This design comes from an exercise in tuning for small area on the open sky130 flow, not from production work. The RTL was checked by simulation tests, not by an equivalence proof against the original design. Power is estimated from default activity; no workload was simulated.

### flow/design.v
package dcm_ctrl_pkg;
  localparam int NUM_CH      = 6;
  localparam int POS_W       = 24;
  localparam int CTRL_BASE   = 64;
  localparam int CH_STRIDE   = 4;
  localparam int ST_BYTES    = NUM_CH * CH_STRIDE;   
  localparam int CTRL_END    = CTRL_BASE + ST_BYTES;  
  localparam int RINGS       = 5;
endpackage
import dcm_ctrl_pkg::*;
module dcm_channel
(
  input  logic             clk,
  input  logic             reset,
  input  logic             run_i,       
  input  logic             pulse_i,
  input  logic             fault_i,
  input  logic             otw_i,
  input  logic             wr_en_i,
  input  logic [1:0]       wr_idx_i,
  input  logic [7:0]       wr_data_i,   
  input  logic             snap_i,
  input  logic [7:0]       speed_i,
  input  logic [POS_W-1:0] target_i,
  input  logic [7:0]       pwm_cnt_i,
  output logic [31:0]      snap_o,      
  output logic             left_o,
  output logic             right_o,
  output logic             fault_o
);
  logic [2:0] pulse_q;
  logic [1:0] fault_s_q, otw_s_q, dir_q;
  logic fault_q, otw_q, at, drive, pwm, rise, wf;
  logic [3:0] hi_q;
  logic [POS_W-1:0] pos_q, cnt, err;
  logic [POS_W-1:0] s_pos_q;
  logic s_fault_q, s_otw_q, s_at_q;
  logic [POS_W-1:0] eq, tgl;
  logic [POS_W:0] brw, c;
  logic [8:0] lt;
  always_comb begin
    eq = ~(target_i ^ pos_q);
    brw[0] = 1'b0;
    for (int i = 0; i < POS_W; i++) brw[i+1] = eq[i] ? brw[i] : pos_q[i];
    err[POS_W-1] = ~eq[POS_W-1] ^ brw[POS_W-1];
    err[POS_W-2:0] = '0;
    at = &eq;
    drive = |speed_i && !fault_q && !at;
    lt[0] = 1'b0;
    for (int i = 0; i < 8; i++) lt[i+1] = (pwm_cnt_i[i] ^ speed_i[i]) ? speed_i[i] : lt[i];
    pwm = lt[8];
    right_o = run_i & drive & ~err[POS_W-1] & pwm;
    left_o = run_i & drive & err[POS_W-1] & pwm;
    rise = pulse_q[1] & ~pulse_q[2];
    c[0] = rise & dir_q[1];
    for (int i = 0; i < POS_W; i++) c[i+1] = c[i] & ~(pos_q[i] ^ dir_q[0]);
    tgl = c[POS_W-1:0];
    cnt = pos_q ^ tgl;
    wf = wr_en_i && wr_idx_i == 2'd0;
    fault_o = fault_q;
    snap_o = {hi_q, |speed_i & ~s_fault_q & ~s_at_q, s_at_q, s_otw_q, s_fault_q, s_pos_q};
  end
  logic rs, wf_r;
  logic [3:1] wp_r;
  assign rs = ~reset;
  assign wf_r = wf | rs;
  always_comb
    for (int k = 1; k < 4; k++) wp_r[k] = (wr_en_i && wr_idx_i == 2'(k)) | rs;
  always_ff @(posedge clk or negedge reset) begin
    if (!reset) begin
      fault_s_q <= '0;
      otw_s_q <= '0;
    end else begin
      fault_s_q <= {fault_s_q[0], fault_i};
      otw_s_q <= {otw_s_q[0], otw_i};
    end
  end
  always_ff @(posedge clk) begin
    pulse_q <= {pulse_q[1:0], pulse_i};
    if (drive || rs) dir_q <= {reset, ~err[POS_W-1] & reset};
    fault_q <= (wf_r ? wr_data_i[0] : fault_q) | fault_s_q[1];
    otw_q <= (wf_r ? wr_data_i[1] : otw_q) | otw_s_q[1];
    if (wf_r) hi_q <= wr_data_i[7:4];
    pos_q <= {wp_r[1] ? wr_data_i : cnt[23:16],
              wp_r[2] ? wr_data_i : cnt[15:8],
              wp_r[3] ? wr_data_i : cnt[7:0]};
  end
  always_ff @(posedge clk) begin
    if (snap_i) begin
      s_pos_q <= pos_q;
      s_fault_q <= fault_q;
      s_otw_q <= otw_q;
      s_at_q <= at;
    end
  end
endmodule
import dcm_ctrl_pkg::*;
module dcm_ctrl
(
  input  logic              clk,
  input  logic              reset,
  input  logic              spi_ss,
  input  logic              spi_clk,
  input  logic              spi_mosi,
  output logic              spi_miso,
  output logic [NUM_CH-1:0] motor_left,
  output logic [NUM_CH-1:0] motor_right,
  output logic [NUM_CH-1:0] motor_reset,
  input  logic [NUM_CH-1:0] motor_pulse,
  input  logic [NUM_CH-1:0] motor_fault,
  input  logic [NUM_CH-1:0] motor_otw
);
  logic [1:0] ss_q, mosi_q;
  logic [2:0] sck_q, cnt_q;
  logic [6:0] rx_q, addr_q, pend_a;
  logic [7:0] sh_q, full, rd_byte, wd;
  logic [9:0] pwm_q;   
  logic data_q, rw_q, miso_q, load_q, run_q, ss_s, rise, fall, last, wr_en, snap_en;
  logic pend_q, fill_q, plain_wr;
  logic [3:0] ph;
  logic [127:0] sel;   
  logic [CTRL_END-1:CTRL_BASE][7:0] mem_q;
  logic [RINGS-1:0][15:0][7:0] ring_q;
  logic [7:0] pend_d_q;
  logic [31:0] snap [NUM_CH];
  logic [NUM_CH-1:0] fault;
  assign ss_s = ss_q[1];
  assign rise = sck_q[1] & ~sck_q[2];
  assign fall = ~sck_q[1] & sck_q[2];
  assign full = {rx_q, mosi_q[1]};
  assign last = !ss_s && rise && cnt_q == 3'd7;
  assign wr_en = last && data_q && rw_q;
  assign snap_en = last && !data_q;
  assign spi_miso = miso_q;
  assign motor_reset = fault | {NUM_CH{~run_q}};
  assign ph = pwm_q[3:0];
  function automatic [2:0] ring_of(input [6:0] a);
    ring_of = a[5:4] == 2'b01 ? 3'd4 : {1'b0, a[6], a[4]};
  endfunction
  function automatic [3:0] slot_of(input [6:0] a);
    slot_of = a[5:4] == 2'b01 ? {a[6], a[2:0]} : a[3:0];
  endfunction
  function automatic is_plain(input [6:0] a);
    is_plain = (a >= 7'(ST_BYTES) && a < 7'(CTRL_BASE)) || a >= 7'(CTRL_END);
  endfunction
  always_comb begin
    sel = '0;
    sel[addr_q] = 1'b1;
  end
  logic [2:0] rd_ring;
  logic [3:0] rd_pos;
  logic [15:0] pos_sel;
  logic [RINGS-1:0] ring_sel;
  always_comb begin
    rd_ring = ring_of(addr_q);
    rd_pos = slot_of(addr_q) - ph;
    pos_sel = '0;
    pos_sel[rd_pos] = 1'b1;
    ring_sel = '0;
    if (is_plain(addr_q)) ring_sel[rd_ring] = 1'b1;
    rd_byte = '0;
    for (int i = 0; i < ST_BYTES; i++)
      rd_byte |= {8{sel[i]}} & snap[i / 4][8 * (3 - i % 4) +: 8];
    for (int i = CTRL_BASE; i < CTRL_END; i++)
      rd_byte |= {8{sel[i]}} & mem_q[i];
    for (int r = 0; r < RINGS; r++)
      for (int p = 0; p < 16; p++)
        rd_byte |= {8{ring_sel[r] & pos_sel[p]}} & ring_q[r][p];
  end
  always_ff @(posedge clk or negedge reset) begin
    if (!reset) begin
      ss_q <= 2'b11;
      sck_q <= 3'b111;
      miso_q <= 1'b0;
      pwm_q <= '0;
      run_q <= 1'b0;
      fill_q <= 1'b1;
      pend_q <= 1'b0;
    end else begin
      ss_q <= {ss_q[0], spi_ss};
      sck_q <= {sck_q[1:0], spi_clk};
      miso_q <= ss_s ? 1'b0 : fall ? sh_q[7] : miso_q;
      pwm_q <= pwm_q + 10'd1;
      run_q <= 1'b1;
      if (ph == 4'd15) fill_q <= 1'b0;
      pend_q <= plain_wr || (pend_q && slot_of(pend_a) != ph);
    end
  end
  always_ff @(posedge clk) begin
    mosi_q <= {mosi_q[0], spi_mosi};
    if (ss_s) begin
      cnt_q <= '0;
      data_q <= 1'b0;
      sh_q <= '0;
    end else begin
      if (rise) cnt_q <= cnt_q + 3'd1;
      if (last) data_q <= 1'b1;
      if (fall) sh_q <= {sh_q[6:0], 1'b0};
      else if (load_q) sh_q <= rd_byte;
    end
    if (rise) rx_q <= full[6:0];
    if (last) begin
      addr_q <= data_q ? addr_q + 7'd1 : full[6:0];
      if (!data_q) rw_q <= full[7];
    end
    load_q <= last && (data_q ? !rw_q : !full[7]);
    if (plain_wr) pend_d_q <= full;
  end
  assign wd = full & {8{reset}};
  for (genvar i = CTRL_BASE; i < CTRL_END; i++) begin : g_mem
    always_ff @(posedge clk)
      if (!reset || (wr_en && sel[i])) mem_q[i] <= wd;
  end
  assign plain_wr = wr_en && is_plain(addr_q);
  assign pend_a = addr_q - 7'd1;
  for (genvar r = 0; r < RINGS; r++) begin : g_ring
    always_ff @(posedge clk) begin
      ring_q[r][14:0] <= ring_q[r][15:1];
      if (!reset || fill_q) ring_q[r][15] <= '0;
      else if (pend_q && ring_of(pend_a) == 3'(r) && slot_of(pend_a) == ph) ring_q[r][15] <= pend_d_q;
      else ring_q[r][15] <= ring_q[r][0];
    end
  end
  for (genvar n = 0; n < NUM_CH; n++) begin : g_ch
    dcm_channel u_ch (
      .clk       (clk),
      .reset     (reset),
      .run_i     (run_q),
      .pulse_i   (motor_pulse[n]),
      .fault_i   (motor_fault[n]),
      .otw_i     (motor_otw[n]),
      .wr_en_i   (wr_en && addr_q[6:5] == 2'b00 && addr_q[4:2] == 3'(n)),
      .wr_idx_i  (addr_q[1:0]),
      .wr_data_i (wd),
      .snap_i    (snap_en),
      .speed_i   (mem_q[CTRL_BASE + CH_STRIDE * n]),
      .target_i  ({mem_q[CTRL_BASE + CH_STRIDE * n + 1], mem_q[CTRL_BASE + CH_STRIDE * n + 2],
                   mem_q[CTRL_BASE + CH_STRIDE * n + 3]}),
      .pwm_cnt_i (pwm_q[9:2]),
      .snap_o    (snap[n]),
      .left_o    (motor_left[n]),
      .right_o   (motor_right[n]),
      .fault_o   (fault[n])
    );
  end
endmodule
### flow/flow/run.sh
#!/bin/bash
# Own layout flow: the standard ORFS flow (standard.sh) with these changes.
#  - ABC maps for area: the script below replaces ORFS's abc_speed.script (no ABC buffering or
#    sizing; the placer's repair buffers what needs it, and the 10 ns clock leaves ample slack).
#    Only the combinational mapping changes: the registers are ORFS's standard synthesis's own.
#  - CTS without dummy loads, with mid-size clock buffers and larger sink clusters.
#  - The port buffers are the smallest buffer cell.
# Each tool's output goes to a log file in the work folder.
set -euo pipefail
W=$PWD
rm -rf "$W/scripts"
cp -r "$FLOW_HOME/scripts" "$W/scripts"
printf '%s\n' strash dc2 dc2 strash '&get -n' '&deepsyn -T 40' '&dch -f' '&nf -R 1000 -F 8 -C 32' '&put' topo 'stime -c' \
  > "$W/scripts/abc_speed.script"
CTS="-sink_clustering_enable -repair_clock_nets -dont_use_dummy_load"
# every port still gets its own buffer, a small one
PORTS="BUFFER_PORTS_ARGS=-buffer_cell sky130_fd_sc_hd__buf_1"
CTS="$CTS -buf_list sky130_fd_sc_hd__clkbuf_8 -sink_clustering_size 15 -sink_clustering_max_diameter 60"
bash standard.sh SCRIPTS_DIR="$W/scripts" "CTS_ARGS=$CTS" "$PORTS" synth > "$W/synth.log" 2>&1
bash standard.sh SCRIPTS_DIR="$W/scripts" "CTS_ARGS=$CTS" "$PORTS" finish > "$W/layout.log" 2>&1
### flow/standard.sh
#!/bin/bash
# synth_recipe.tcl (not shown) runs the flow's synth.tcl, then flattens the netlist and writes it again
# the make line also repeats each setting of config.mk as NAME=value (left out here)
make -C /OpenROAD-flow-scripts/flow DESIGN_CONFIG=/design/flow/config.mk WORK_HOME=/design/flow/orfs CLKGATE_MAP_FILE= SYNTH_SCRIPT=/design/flow/synth_recipe.tcl "${@:-finish}"
### flow/config.mk
export PLATFORM = sky130hd
export DESIGN_NAME = dcm_ctrl
export DESIGN_NICKNAME = dcm_ctrl
export VERILOG_FILES = /design/flow/design.v
export SDC_FILE = /design/flow/constraint.sdc
export NUM_CORES = 4
export LEC_CHECK = 0
export CAP_MARGIN = 20
export CORE_MARGIN = 2
export CORE_UTILIZATION = 60
export PLACE_DENSITY = 0.8
export SLEW_MARGIN = 20
### flow/constraint.sdc
create_clock -name core_clock -period 10.0 [get_ports {clk}]
set_input_delay 2.0000 -clock core_clock [delete_from_list [all_inputs] [get_ports {clk}]]
set_output_delay 2.0000 -clock core_clock [all_outputs]
set_load 0.01 [all_outputs]
==> results of run 1 <==
final cells by class:
class | instances | area (sq um)
diodes | 6 | 15.01
clock buffers | 103 | 1418
fillers | 5582 | 25500
inverters | 208 | 782.0
multi-input cells | 2209 | 14280
flip-flops and latches | 1285 | 30080
well taps | 969 | 1212
repair buffers | 174 | 1156
worst register-to-register path, stage by stage (launching register included):
cell       delay [ps]
edfxtp_1          540
clkinv_1          180
ha_1              370
nand2_1           160
xnor2_1           470
clkinv_1          130
nand2_1           110
nor2_1             70
nand2_1           480
nor2_1            460
a222oi_1          430
nand2_1           140
a211oi_1          300
nand3_1           130
a2111oi_0         840
nand4_1           260
nor3_1            200
a31oi_1           130
a221o_1           290
flip-flops by register name, indices dropped and copies added, names as in the netlist, 7 cells and up:
name,cells
ring_q,640
mem_q,192
g_ch.u_ch.pos_q,144
g_ch.u_ch.s_pos_q,144
g_ch.u_ch.hi_q,24
g_ch.u_ch.pulse_q,18
g_ch.u_ch.dir_q,12
g_ch.u_ch.fault_s_q,12
g_ch.u_ch.otw_s_q,12
pwm_q,10
pend_d_q,8
sh_q,8
addr_q,7
rx_q,7
where the power goes:
part / switching (mW) / internal [mW]
logic: 0.203 / 0.106
clock network: 1.61 / 0.917
registers: 0.127 / 5.47
worst paths after layout:
kind	end	start	slack (ps)	cells after the start
setup / recovery	motor_right[5]	g_ch[5].u_ch.pos_q[1]	3950	16
hold / removal	ring_q[415]	ring_q[423]	280	0
setup reg to reg	sh_q[2]	addr_q[0]	4230	18
hold reg to reg	ring_q[415]	ring_q[423]	280	0
max in group asynchronous	g_ch[3].u_ch.fault_s_q[1]	reset	7030	3
min in group asynchronous	miso_q	reset	1200	1
per-stage QoR:
stage,instances,util,power [mW],hold WS (ps),instance area (sq um)
after CTS,4948,0.6572,8.393,296.3,48920
after global routing,4950,0.6573,8.606,307.4,48940
after detailed placement,4845,0.6381,6.006,312.1,47510
after floorplan,3714,-,5.839,309.6,45130
after global placement,4845,0.6381,5.998,310.0,47500
final,4954,0.6575,8.432,284.1,48950
placed cells by master, fill, tap and decap left out, types with 115 or more instances in the layout:
master,n
dfxtp_1,829
edfxtp_1,413
nand2_1,281
nor2_1,244
clkinv_1,206
a22oi_1,200
a222oi_1,173
o22ai_1,157
buf_4,133
xnor2_1,119
a21oi_1,117
o21ai_0,115
cell usage after synthesis (34+ instances only):
cell type  count
dfrtp_1       37
nor4_1        59
a22oi_1      200
edfxtp_1     413
a221oi_1      34
a21oi_1      117
o21ai_0      121
nor2_1       266
nand3_1       76
nand2_1      282
nor3_1        53
xnor2_1      119
a22o_1        70
dfxtp_1      829
nand4_1       97
o22ai_1      157
xor2_1        47
clkinv_1     208
a222oi_1     173
routing by layer:
layer,part of all wire,vias to the layer above
li1,-,14880
met1,0.36,17460
met2,0.42,3224
met3,0.14,749
met4,0.076,4
met5,0.00058,-
logic make-up after synthesis:
family / count (synthesis)
AOI/OAI and AO/OA: 1033
xor gates and xnor gates: 166
adders and majority gates: 33
buffers and inverters: 220
DFF: 1285
muxes: 9
other: 1
and+or+nand+nor: 967
==> out/results.txt, run 1 <==
status - no timing/DRC/antenna violations
Max-Cap Viols - 0
latest clock arrival within the worst-skew pair - 810 ps
max-slew violation count - 0
VDD IR max - 0.0001445 V
Seq/Total Area, Yosys - 0.6665
Final HPWL DP - 137.5 mm
final worst-path cycle share - 0.6049
CP max-delay cell - dfxtp_1
die area - 0.07743 sq mm
CP Class - reg -> out
Starting Density - 0.6063
Die Ht - 278.3 um
chip width - 278.3 um
fin crit period - 6049 ps
PostCTS Resize Cnt - 0
post-synth top area cell - dfxtp_1
CP required - 8000 ps
Synth area leaders - dfxtp_1, edfxtp_1, a222oi_1, a22oi_1, nand2_1
asr flop ratio synth - 0.03346
Synthesis Warnings - 3
Setup crit end kind - output port
Layout area overhead - 8.447%
Fmax achieved - 165.3 MHz
setup ws final - 3951 ps
crit path buf inv count - 3
Cell Area, Synth - 0.04513 sq mm
port bufs - 41
GRT Max-Usage Layer - met2
Row Count - 100
Post-synth top flop - dfxtp_1
met2 Use GR - 0.6947
initial DRC count - 7,657
Synth Instances - 3,714
I/O pin cnt - 42
leak pwr - 16.82 nW
Slew headroom - 0.1261
drt pass-1 iters - 10
number of flops mapped to enable cells by yosys - 413
Seq cells post-synth - 1,285
NumNets Final - 4,027
cell area power density - 172.3 mW/mm^2
Least-Margin Pin Slew - 1306 ps
overflow left after global routing - 0
CP peak stage delay - 470 ps
family with the most delay on the worst path - compound AO/OA/AOI/OAI gates
Net Count, Synth - 3,760
worst min-delay path class - reg -> reg
WL final - 184.2 mm
post-route ant nets - 0
post-CTS setup buffer count - 0
Via density - 7.330
CP Max Fanout - 7
RSZ-0062 raised after global routing - no
WL per Instance - 37.19 um
post-synthesis mux area share - 0.002162
largest family of logic cells by synthesized area - compound AO/OA/AOI/OAI gates
Final Hold Fails - 0
first-pass GRT wire length - 254.2 mm
Sink Count - 1,285
xor and xnor fraction of the mapped netlist area - 0.03221
dpl ws - 4281 ps
layout cells sized above 1 - 0.06911
CORE AREA - 0.07445 sq mm
CTS root buf - clkbuf_8
top cell type's share of synthesized area - 0.3677
critical path data arrival time - 4050 ps
H-tree levels - 3
Distinct cells, synth - 63
Final Skew - 105.3 ps
DRC Markers - 0
final number of setup-violating endpoints - 0
initial antenna violation count - 9
CTS Hold Bufs - 0
TNS Setup - 0 ps
vias in the first global route - 33,470
Simple-Gate Fraction of Synth Area - 0.1015
syn avg cell area - 12.15 sq um
GPL Wtd Cong - 1.102
CTS Buffer Depth - 3
Reg clk slew, reported paths - 100 ps
met3 capacity usage during global routing - 0.1409
Adder-Cell Fraction of Synth Area - 0.008760
via count - 36,310
pin count of the biggest net entering global routing - 64
met1 usage - 0.6091
complex-gate fraction of the synthesized area - 0.1695
CP cell instances - clkinv_1 > a2bb2oi_1 > nand2_1 > a21oi_1 > o21ai_0 > a21oi_1 > o21ai_0 > a21oi_1 > nor2b_1 > o21ai_0 > a21oi_1 > o21ai_0 > xor2_1 > clkinv_1 > a2111oi_0 > buf_1
GRT Util Overall - 0.4682
CTS tree - yes
Setup crit start kind - flip-flop
Inserted Clock Buffers - 103
==> inputs of run 2 (changes only) <==
--- a/flow/config.mk
+++ b/flow/config.mk
@@ -8,5 +8,4 @@
 export CAP_MARGIN = 20
 export CORE_MARGIN = 2
 export CORE_UTILIZATION = 60
-export PLACE_DENSITY = 0.8
 export SLEW_MARGIN = 20
==> run 2 against run 1 <==
  * Synthesized area is the same
  * Utilization is essentially flat
  * Critical endpoint is now sh_q[6]
  * Final cell count is essentially flat
  * Fmax shrank 8.5%
==> out/results.txt, run 2 <==
status - no timing/DRC/antenna violations
Seq/Total Area, Yosys - 0.6665 (unchanged)
Final Hold Fails - 0 (unchanged)
WL per Instance - 38.70 um (+4.1%)
most frequent CP cell - nand2_1
H-tree levels - 3 (unchanged)
asr flop ratio synth - 0.03346 (unchanged)
CTS Buffer Depth - 3 (unchanged)
Inserted Clock Buffers - 103 (unchanged)
latest clock arrival within the worst-skew pair - 800 ps (about the same)
Via density - 7.524 (+2.6%)
NumNets Final - 4,022 (-0.12%)
hold slack - 274.9 ps (-9.236 ps)
Max-Cap Viols - 0 (unchanged)
max-slew violation count - 0 (unchanged)
final number of setup-violating endpoints - 0 (unchanged)
syn avg cell area - 12.15 sq um (unchanged)
Setup crit end kind - flip-flop
overflow left after global routing - 0 (unchanged)
Least-Margin Pin Slew - 1329 ps (+23.11 ps)
Synth area leaders - dfxtp_1, edfxtp_1, a222oi_1, a22oi_1, nand2_1
Synthesis Warnings - 3 (unchanged)
leak pwr - 16.80 nW (-0.14%)
Total Power - 8.459 mW (+0.32%)
post-CTS setup buffer count - 0 (unchanged)
TNS Setup - 0 ps (unchanged)
Setup crit start kind - flip-flop
initial DRC count - 7,974 (+4.1%)
Cell Area, Synth - 0.04513 sq mm (unchanged)
most common cell in the netlist - dfxtp_1
Reg with most FFs - ring_q
Final Skew - 99.04 ps (-6.303 ps)
Slew headroom - 0.1106 (-0.01547)
Final Instance Area - 0.04896 sq mm (about the same)
layout cells sized above 1 - 0.07297 (+0.003861)
Net Count, Synth - 3,760 (unchanged)
number of flops mapped to enable cells by yosys - 413 (unchanged)
post-synth top area cell - dfxtp_1
Die Ht - 278.3 um (unchanged)
vias in the first global route - 35,030 (+4.6%)
CP cell instances - clkinv_1 > ha_1 > nand2_1 > xnor2_1 > clkinv_1 > nand2_1 > nor2_1 > nand2_1 > nor2_1 > a222oi_1 > nand3_1 > a221oi_1 > nand4_1 > nor4_1 > a31oi_1 > a221o_1
post-route ant nets - 0 (unchanged)
Sink Count - 1,285 (unchanged)
max reg flops - 640 (unchanged)
Synth Instances - 3,714 (unchanged)
Distinct cells, synth - 63 (unchanged)
GRT Util Overall - 0.4873 (+0.01909)
Starting Density - 0.6063 (unchanged)
fin crit period - 6614 ps (+564.5 ps)
CP required - 10,620 ps (+2620 ps)
I/O pin cnt - 42 (unchanged)
GPL Wtd Cong - 1.089 (-1.2%)
CP max-delay cell - a222oi_1
Placed Area - 0.04751 sq mm (about the same)
Row Count - 100 (unchanged)
chip width - 278.3 um (unchanged)
WL final - 191.5 mm (+4.0%)
fin util - 0.6577 (about the same)
CTS Hold Bufs - 0 (unchanged)
Layout area overhead - 8.477% (about the same)
CTS tree - yes
port bufs - 41 (unchanged)
worst min-delay path class - reg -> reg
Commonest cells post-synth - dfxtp_1, edfxtp_1, nand2_1
initial antenna violation count - 13 (+4)
RSZ-0062 raised after global routing - no
Post-synth top flop - dfxtp_1
top cell type's share of synthesized area - 0.3677 (unchanged)
CP peak stage delay - 930 ps (+460 ps)
DRC Markers - 0 (unchanged)
most frequent cells in the layout - dfxtp_1, edfxtp_1, nand2_1
CORE AREA - 0.07445 sq mm (unchanged)
die area - 0.07743 sq mm (unchanged)
drt pass-1 iters - 17 (+7)
via count - 37,240 (+2.6%)
final worst-path cycle share - 0.6614 (+0.05645)
CP Max Fanout - 15 (+8)
Seq cells post-synth - 1,285 (unchanged)
first-pass GRT wire length - 264.9 mm (+4.2%)
critical path data arrival time - 7240 ps (+3190 ps)
CP Class - reg -> reg
cell area power density - 172.8 mW/mm^2 (+0.29%)
top flop regs - ring_q x640, mem_q x192
Reg clk slew, reported paths - 90 ps (about the same)
VDD IR max - 0.0001699 V (+18%)
most common cell after layout, fill and taps aside - dfxtp_1
PostCTS Resize Cnt - 0 (unchanged)
Final HPWL DP - 141.2 mm (+2.7%)
CTS root buf - clkbuf_8
Fmax achieved - 151.2 MHz (-8.5%)
pin count of the biggest net entering global routing - 69 (+7.8%)
-- run 2: cell counts after synthesis --
Identical to the previous run, type by type.
-- run 2: report_power, final --
| group | internal [mW] | total [mW] | switching, mW |
|---|---|---|---|
| sequential | 5.47 | 5.60 | 0.129 |
| combinational | 0.106 | 0.316 | 0.210 |
| clock | 0.917 | 2.54 | 1.63 |
-- run 2: area by class of cell --
class	instances	area (sq um)
clock buffers	103	1418
inverters	208	783.3
flip-flops and latches	1285	30080
well taps	969	1212
multi-input cells	2209	14330
fillers	5395	25490
diodes	7	17.52
repair buffers	169	1124
-- run 2: cells by family (layout without fill, tap and decap cells) --
logic type / Yosys count / in the layout / synth area share
xor+xnor: 166 / 166 / 0.03221
simple gates: 967 / 967 / 0.1015
fa+ha+maj: 33 / 33 / 0.008760
other cells: 1 / 8 / 0.00008308
compound gates: 1033 / 1033 / 0.1695
buf+inv: 220 / 480 / 0.01929
flops: 1285 / 1285 / 0.6665
mux: 9 / 9 / 0.002162
-- run 2: metrics by stage --
| step | setup slack (ps) | instances |
|---|---|---|
| after floorplan | 1486 | 3714 |
| after global placement | 4055 | 4838 |
| after detailed placement | 4142 | 4840 |
| after CTS | 3908 | 4943 |
| after global routing | 3534 | 4945 |
| final | 3386 | 4950 |
-- run 2: critical path: cells and delay by family, from the launching register on --
family	cells	cell delay, ps
AO/OA/AOI/OAI	4	1930
XOR/XNOR	1	450
adder cells (fa/ha/maj)	1	380
buffers and inverters	2	320
flip-flops	1	550
AND/OR/NAND/NOR	8	2860
-- run 2: worst paths after layout --
kind,slack (ps),cells past startpoint,end,startpoint
worst max-delay path,3390,16,sh_q[6],addr_q[0]
worst min-delay path,270,0,ring_q[230],ring_q[238]
worst max register to register,3390,16,sh_q[6],addr_q[0]
worst min register to register,270,0,ring_q[230],ring_q[238]
max in group asynchronous,6990,3,g_ch[3].u_ch.fault_s_q[0],reset
min in group asynchronous,1300,1,pwm_q[4],reset
-- run 2: per-layer routing --
| layer | track usage | vias to the layer above | part of all wire |
|---|---|---|---|
| met3 | 0.1569 | 945 | 0.15 |
| li1 | - | 14830 | - |
| met4 | 0.3380 | 12 | 0.088 |
| met5 | 0 | - | 0.00043 |
| met2 | 0.7138 | 3776 | 0.42 |
| met1 | 0.6155 | 17680 | 0.34 |

re-timing with driven ports:
In the flow no input, the clock included, has a driving cell. The finished layouts below were timed again as built, in two steps.
Step 1: set_driving_cell puts a clkbuf_16 on clk and a buf_2 on each other input, an assumption about the parent block.
Step 2 adds t to the input delays and takes it off the output delays; t is the mean of the earliest and latest rising clock arrival at the registers after step 1. Input paths then give back, and output paths get back, about the clock's delay inside the block.
a / b / c = ideal / step 1 / step 2; a / b = the first two.
| run | t (ns) | setup WS [ns] | latest minus earliest clock arrival (ns) | worst data-port slew with drivers (ns) |
|---|---|---|---|---|
| run 1 | 0.794 | 3.951 / 3.884 / 4.232 | 0.164 / 0.164 | 0.12 |
| run 2 | 0.812 | 3.386 / 3.386 / 3.386 | 0.123 / 0.123 | 0.06 |
After both steps every run listed still meets setup and hold.
